From an optimization exercise on the open Yosys and OpenROAD flow, aimed at small area, a short achievable clock period and few clock cycles per item; shortcuts taken in it are not production practice. At most, simulation tests tie the RTL to the original design; equivalence was not proved. No activity file was given, so power comes from the tool's default toggle rates.

== north ==
==> flow/design.v <==
package mfs_pkg;
    localparam int QUEUE_DEPTH = 16;
    localparam int CNT_W       = $clog2(QUEUE_DEPTH + 1);
    localparam int REQ_W       = 2;
    localparam int SRC_W       = 16;
    localparam int MSG_W       = 32;
    localparam int PRI_W       = 8;
    localparam int OCC_W       = 5;
    localparam int ENT_W       = SRC_W + MSG_W + PRI_W;
    localparam logic [REQ_W-1:0] REQ_ENQUEUE = 2'd0;
    localparam logic [REQ_W-1:0] REQ_DEQUEUE = 2'd1;
    localparam logic [REQ_W-1:0] REQ_SEARCH  = 2'd2;
    localparam logic [REQ_W-1:0] REQ_CLEAR   = 2'd3;
endpackage
module mfs_store (
    input  logic                                  i_clk,
    input  logic                                  i_shift,
    input  logic [mfs_pkg::ENT_W-1:0]             i_wr_entry,
    input  logic [mfs_pkg::MSG_W-1:0]             i_key,
    output logic [mfs_pkg::QUEUE_DEPTH-1:0]       o_hit,
    output logic [mfs_pkg::QUEUE_DEPTH*mfs_pkg::ENT_W-1:0] o_slots
);
    logic [mfs_pkg::ENT_W-1:0] r_mem [0:mfs_pkg::QUEUE_DEPTH-1];
    always_ff @(posedge i_clk) begin
        if (i_shift) begin
            r_mem[0] <= i_wr_entry;
            for (int i = 1; i < mfs_pkg::QUEUE_DEPTH; i++)
                r_mem[i] <= r_mem[i-1];
        end
    end
    always_comb begin
        for (int i = 0; i < mfs_pkg::QUEUE_DEPTH; i++) begin
            o_slots[i*mfs_pkg::ENT_W +: mfs_pkg::ENT_W] = r_mem[i];
            o_hit[i]  = (r_mem[i][mfs_pkg::PRI_W +: mfs_pkg::MSG_W] == i_key);
        end
    end
endmodule
module mfs_ctrl (
    input  logic [mfs_pkg::QUEUE_DEPTH-1:0]       i_pick,
    input  logic [mfs_pkg::QUEUE_DEPTH/4-1:0]     i_grp,
    input  logic [mfs_pkg::QUEUE_DEPTH*mfs_pkg::ENT_W-1:0] i_slots,
    output logic                                  o_found,
    output logic [mfs_pkg::ENT_W-1:0]             o_entry
);
    localparam int G = mfs_pkg::QUEUE_DEPTH / 4;
    logic [G-1:0]              gsel;
    logic [mfs_pkg::QUEUE_DEPTH-1:0] lfirst;
    logic [mfs_pkg::ENT_W-1:0] gval [0:G-1];
    always_comb begin
        for (int g = 0; g < G; g++) begin
            gsel[g] = i_grp[g];
            for (int h = g + 1; h < G; h++)
                gsel[g] = gsel[g] & !i_grp[h];
            lfirst[4*g+3] = i_pick[4*g+3];
            lfirst[4*g+2] = i_pick[4*g+2] & !i_pick[4*g+3];
            lfirst[4*g+1] = i_pick[4*g+1] & !i_pick[4*g+2] & !i_pick[4*g+3];
            lfirst[4*g+0] = i_pick[4*g+0] & !i_pick[4*g+1] & !i_pick[4*g+2] & !i_pick[4*g+3];
            gval[g] = '0;
            for (int k = 0; k < 4; k++)
                gval[g] = gval[g] | ({mfs_pkg::ENT_W{lfirst[4*g+k]}}
                                     & i_slots[(4*g+k)*mfs_pkg::ENT_W +: mfs_pkg::ENT_W]);
        end
        o_found = |i_grp;
        o_entry = '0;
        for (int g = 0; g < G; g++)
            o_entry = o_entry | ({mfs_pkg::ENT_W{gsel[g]}} & gval[g]);
    end
endmodule
module message_fifo_with_search_unit (
    input  logic       i_clk,
    input  logic       i_rst_n,
    input  logic                             i_req_valid,
    output logic                             o_req_ready,
    input  logic        [mfs_pkg::REQ_W-1:0] i_req_type,
    input  logic        [mfs_pkg::SRC_W-1:0] i_req_source,
    input  logic signed [mfs_pkg::MSG_W-1:0] i_req_message,
    input  logic        [mfs_pkg::PRI_W-1:0] i_req_priority,
    output logic                             o_rsp_valid,
    input  logic                             i_rsp_ready,
    output logic                             o_rsp_ok,
    output logic        [mfs_pkg::SRC_W-1:0] o_rsp_source,
    output logic signed [mfs_pkg::MSG_W-1:0] o_rsp_message,
    output logic        [mfs_pkg::PRI_W-1:0] o_rsp_priority,
    output logic        [mfs_pkg::OCC_W-1:0] o_rsp_occupancy
);
    localparam int D = mfs_pkg::QUEUE_DEPTH;
    localparam int G = D / 4;
    logic [D-1:0]               r_valid;     
    logic                       r_b_valid;
    logic                       r_b_ok;      
    logic [D-1:0]               r_b_pick;    
    logic [G-1:0]               r_b_grp;     
    logic                       r_out_valid;
    logic                       r_both;      
    logic                       r_out_ok;
    logic [mfs_pkg::ENT_W-1:0]  r_out_entry;
    logic [mfs_pkg::OCC_W-1:0]  r_out_occ;
    logic                       accept;
    logic                       full;
    logic                       empty;
    logic                       is_enq, is_deq, is_srch, is_clr;
    logic                       shift;
    logic [D-1:0]               hit;
    logic [D-1:0]               front;
    logic [D-1:0]               cand;
    logic [G-1:0]               gany;
    logic [D*mfs_pkg::ENT_W-1:0] slots;
    logic                       found;
    logic [mfs_pkg::ENT_W-1:0]  entry;
    logic                       b_move;
    logic                       n_b_valid;
    logic                       n_out_valid;
    logic [mfs_pkg::OCC_W-1:0]  occ;
    assign full    = r_valid[D-1];
    assign empty   = !r_valid[0];
    assign is_enq  = (i_req_type == mfs_pkg::REQ_ENQUEUE);
    assign is_deq  = (i_req_type == mfs_pkg::REQ_DEQUEUE);
    assign is_srch = (i_req_type == mfs_pkg::REQ_SEARCH);
    assign is_clr  = (i_req_type == mfs_pkg::REQ_CLEAR);
    assign b_move      = !r_out_valid || i_rsp_ready;
    assign o_req_ready = !r_both || i_rsp_ready;
    assign accept      = i_req_valid && o_req_ready;
    assign shift       = accept && is_enq && !full;
    assign front = r_valid & ~{1'b0, r_valid[D-1:1]};
    always_comb begin
        occ = '0;
        for (int i = 0; i < D; i++)
            if (front[i])
                occ = occ | mfs_pkg::OCC_W'(i + 1);
    end
    mfs_store u_store (
        .i_clk      (i_clk),
        .i_shift    (shift),
        .i_wr_entry ({i_req_source, i_req_message, i_req_priority}),
        .i_key      (i_req_message),
        .o_hit      (hit),
        .o_slots    (slots)
    );
    always_comb begin
        cand = is_deq ? front : (is_srch ? (hit & r_valid) : '0);
        for (int g = 0; g < G; g++) begin
            gany[g] = |cand[4*g +: 4];
        end
    end
    mfs_ctrl u_pick (
        .i_pick  (r_b_pick),
        .i_grp   (r_b_grp),
        .i_slots (slots),
        .o_found (found),
        .o_entry (entry)
    );
    always_ff @(posedge i_clk) begin
        if (!i_rst_n) begin
            r_valid <= '0;
        end else if (accept) begin
            if (is_enq && !full)
                r_valid <= {r_valid[D-2:0], 1'b1};
            else if (is_deq && !empty)
                r_valid <= {1'b0, r_valid[D-1:1]};
            else if (is_clr)
                r_valid <= '0;
        end
    end
    always_comb begin
        n_b_valid = r_b_valid;
        if (accept)
            n_b_valid = 1'b1;
        else if (b_move)
            n_b_valid = 1'b0;
        n_out_valid = r_out_valid;
        if (r_b_valid && b_move)
            n_out_valid = 1'b1;
        else if (i_rsp_ready)
            n_out_valid = 1'b0;
    end
    always_ff @(posedge i_clk) begin
        if (!i_rst_n) begin
            r_b_valid   <= 1'b0;
            r_out_valid <= 1'b0;
            r_both      <= 1'b0;
        end else begin
            r_b_valid   <= n_b_valid;
            r_out_valid <= n_out_valid;
            r_both      <= n_b_valid && n_out_valid;
        end
    end
    always_ff @(posedge i_clk) begin
        if (accept) begin
            r_b_ok   <= (is_enq && !full) || is_clr;
            r_b_pick <= cand;
            r_b_grp  <= gany;
        end
    end
    always_ff @(posedge i_clk) begin
        if (r_b_valid && b_move) begin
            r_out_ok    <= r_b_ok || found;
            r_out_entry <= entry;
            r_out_occ   <= occ;
        end
    end
    assign o_rsp_valid     = r_out_valid;
    assign o_rsp_ok        = r_out_ok;
    assign o_rsp_source    = r_out_entry[mfs_pkg::PRI_W + mfs_pkg::MSG_W +: mfs_pkg::SRC_W];
    assign o_rsp_message   = r_out_entry[mfs_pkg::PRI_W +: mfs_pkg::MSG_W];
    assign o_rsp_priority  = r_out_entry[0 +: mfs_pkg::PRI_W];
    assign o_rsp_occupancy = r_out_occ;
endmodule
clock: 5.0 ns
lec_check: 0
cap_margin: 20
core_margin: 2
core_utilization: 40
cts_buf_list: sky130_fd_sc_hd__clkbuf_8
cts_cluster_diameter: 90
cts_cluster_size: 14
setup_slack_margin: 2.7
slew_margin: 20
standard.sh (not shown) runs the stock make flow with config.mk's settings and CLKGATE_MAP_FILE= SYNTH_SCRIPT=/design/flow/synth_recipe.tcl, a recipe that flattens the netlist after the stock synthesis.
==> flow/flow/run.sh <==
#!/bin/bash
# Layout flow: the standard flow (standard.sh, unchanged synthesis), with
# the input and output port buffers made from sky130_fd_sc_hd__buf_2 cells
# instead of the cell buffer_ports picks by default.
# The ORFS make output goes to standard.log; each step's own log is kept under
# orfs/logs/ by ORFS.
set -euo pipefail
export BUFFER_PORTS_ARGS="-buffer_cell sky130_fd_sc_hd__buf_2"
bash standard.sh > standard.log 2>&1
diff inputs: north => south
diff --git a/flow/design.v b/flow/design.v
--- a/flow/design.v
+++ b/flow/design.v
@@ -45,5 +45,4 @@
     localparam int G = mfs_pkg::QUEUE_DEPTH / 4;
     logic [G-1:0]              gsel;
-    logic [mfs_pkg::QUEUE_DEPTH-1:0] lfirst;
     logic [mfs_pkg::ENT_W-1:0] gval [0:G-1];
     always_comb begin
@@ -52,11 +51,7 @@
             for (int h = g + 1; h < G; h++)
                 gsel[g] = gsel[g] & !i_grp[h];
-            lfirst[4*g+3] = i_pick[4*g+3];
-            lfirst[4*g+2] = i_pick[4*g+2] & !i_pick[4*g+3];
-            lfirst[4*g+1] = i_pick[4*g+1] & !i_pick[4*g+2] & !i_pick[4*g+3];
-            lfirst[4*g+0] = i_pick[4*g+0] & !i_pick[4*g+1] & !i_pick[4*g+2] & !i_pick[4*g+3];
             gval[g] = '0;
             for (int k = 0; k < 4; k++)
-                gval[g] = gval[g] | ({mfs_pkg::ENT_W{lfirst[4*g+k]}}
+                gval[g] = gval[g] | ({mfs_pkg::ENT_W{i_pick[4*g+k]}}
                                      & i_slots[(4*g+k)*mfs_pkg::ENT_W +: mfs_pkg::ENT_W]);
         end
@@ -104,4 +99,5 @@
     logic [D-1:0]               front;
     logic [D-1:0]               cand;
+    logic [D-1:0]               lfirst;
     logic [G-1:0]               gany;
     logic [D*mfs_pkg::ENT_W-1:0] slots;
@@ -141,4 +137,8 @@
         for (int g = 0; g < G; g++) begin
             gany[g] = |cand[4*g +: 4];
+            lfirst[4*g+3] = cand[4*g+3];
+            lfirst[4*g+2] = cand[4*g+2] & !cand[4*g+3];
+            lfirst[4*g+1] = cand[4*g+1] & !cand[4*g+2] & !cand[4*g+3];
+            lfirst[4*g+0] = cand[4*g+0] & !cand[4*g+1] & !cand[4*g+2] & !cand[4*g+3];
         end
     end
@@ -188,5 +188,5 @@
         if (accept) begin
             r_b_ok   <= (is_enq && !full) || is_clr;
-            r_b_pick <= cand;
+            r_b_pick <= lfirst;
             r_b_grp  <= gany;
         end
[summary]
- south vs. north: fraction of layout cells with a size suffix above 1 went down; final cycle utilization of the critical path down 2.5 points.
- Status: register share of total power parity (south, north)
- Taking north as the reference point, the synthesized area divided by synthesized cell count of south rises by about 3%.
- As of south, clock buffer count had fallen by a few percent compared to north.
- Comparing the two runs side by side, south comes out ahead of north on cell area after technology mapping.
- south vs north, sequential share of layout area went up by 2.5 points.
- Diff north -> south | number of different library cells in the post-synthesis netlist | down by a few percent
- The die area reported for south is smaller than that of north by 1.4%.
Testbench counts of south, summed over its fixed seeds: cycles 24,016, items 24,000.
The RTL of north was laid out without a check of its function.

re-timing with driven ports:
Ports are ideal in the flow. The routed layouts listed here were re-timed in OpenROAD.
Step 1 (the two cells are an assumption about what drives the block):
set clk [get_ports {i_clk}]
set_driving_cell -lib_cell sky130_fd_sc_hd__clkbuf_16 $clk
set_driving_cell -lib_cell sky130_fd_sc_hd__buf_2 [delete_from_list [all_inputs] $clk]
Step 2 times the ports against the registers' clock, not the clock port: input delays grow and output delays shrink by t, the midpoint of the rising clock arrivals with the driver on.
Three values: no drivers, after step 1, after step 2; two values: the first two.
run | t (ns) | setup WS [ns] | worst hold slack (ns) | clock arrival spread, ns | worst slew at a driven data input, ns
north | 0.794 | 2.529 / 2.467 / 1.902 | 0.435 / 0.422 / 0.435 | 0.067 / 0.067 | 0.13
south | 0.797 | 2.656 / 2.615 / 1.880 | 0.443 / 0.400 / 0.443 | 0.056 / 0.056 | 0.10
After both steps setup and hold are still met in every run listed. The setup slack of south, which loses most, moves by -0.041 ns with the drivers and by -0.776 ns with both steps.
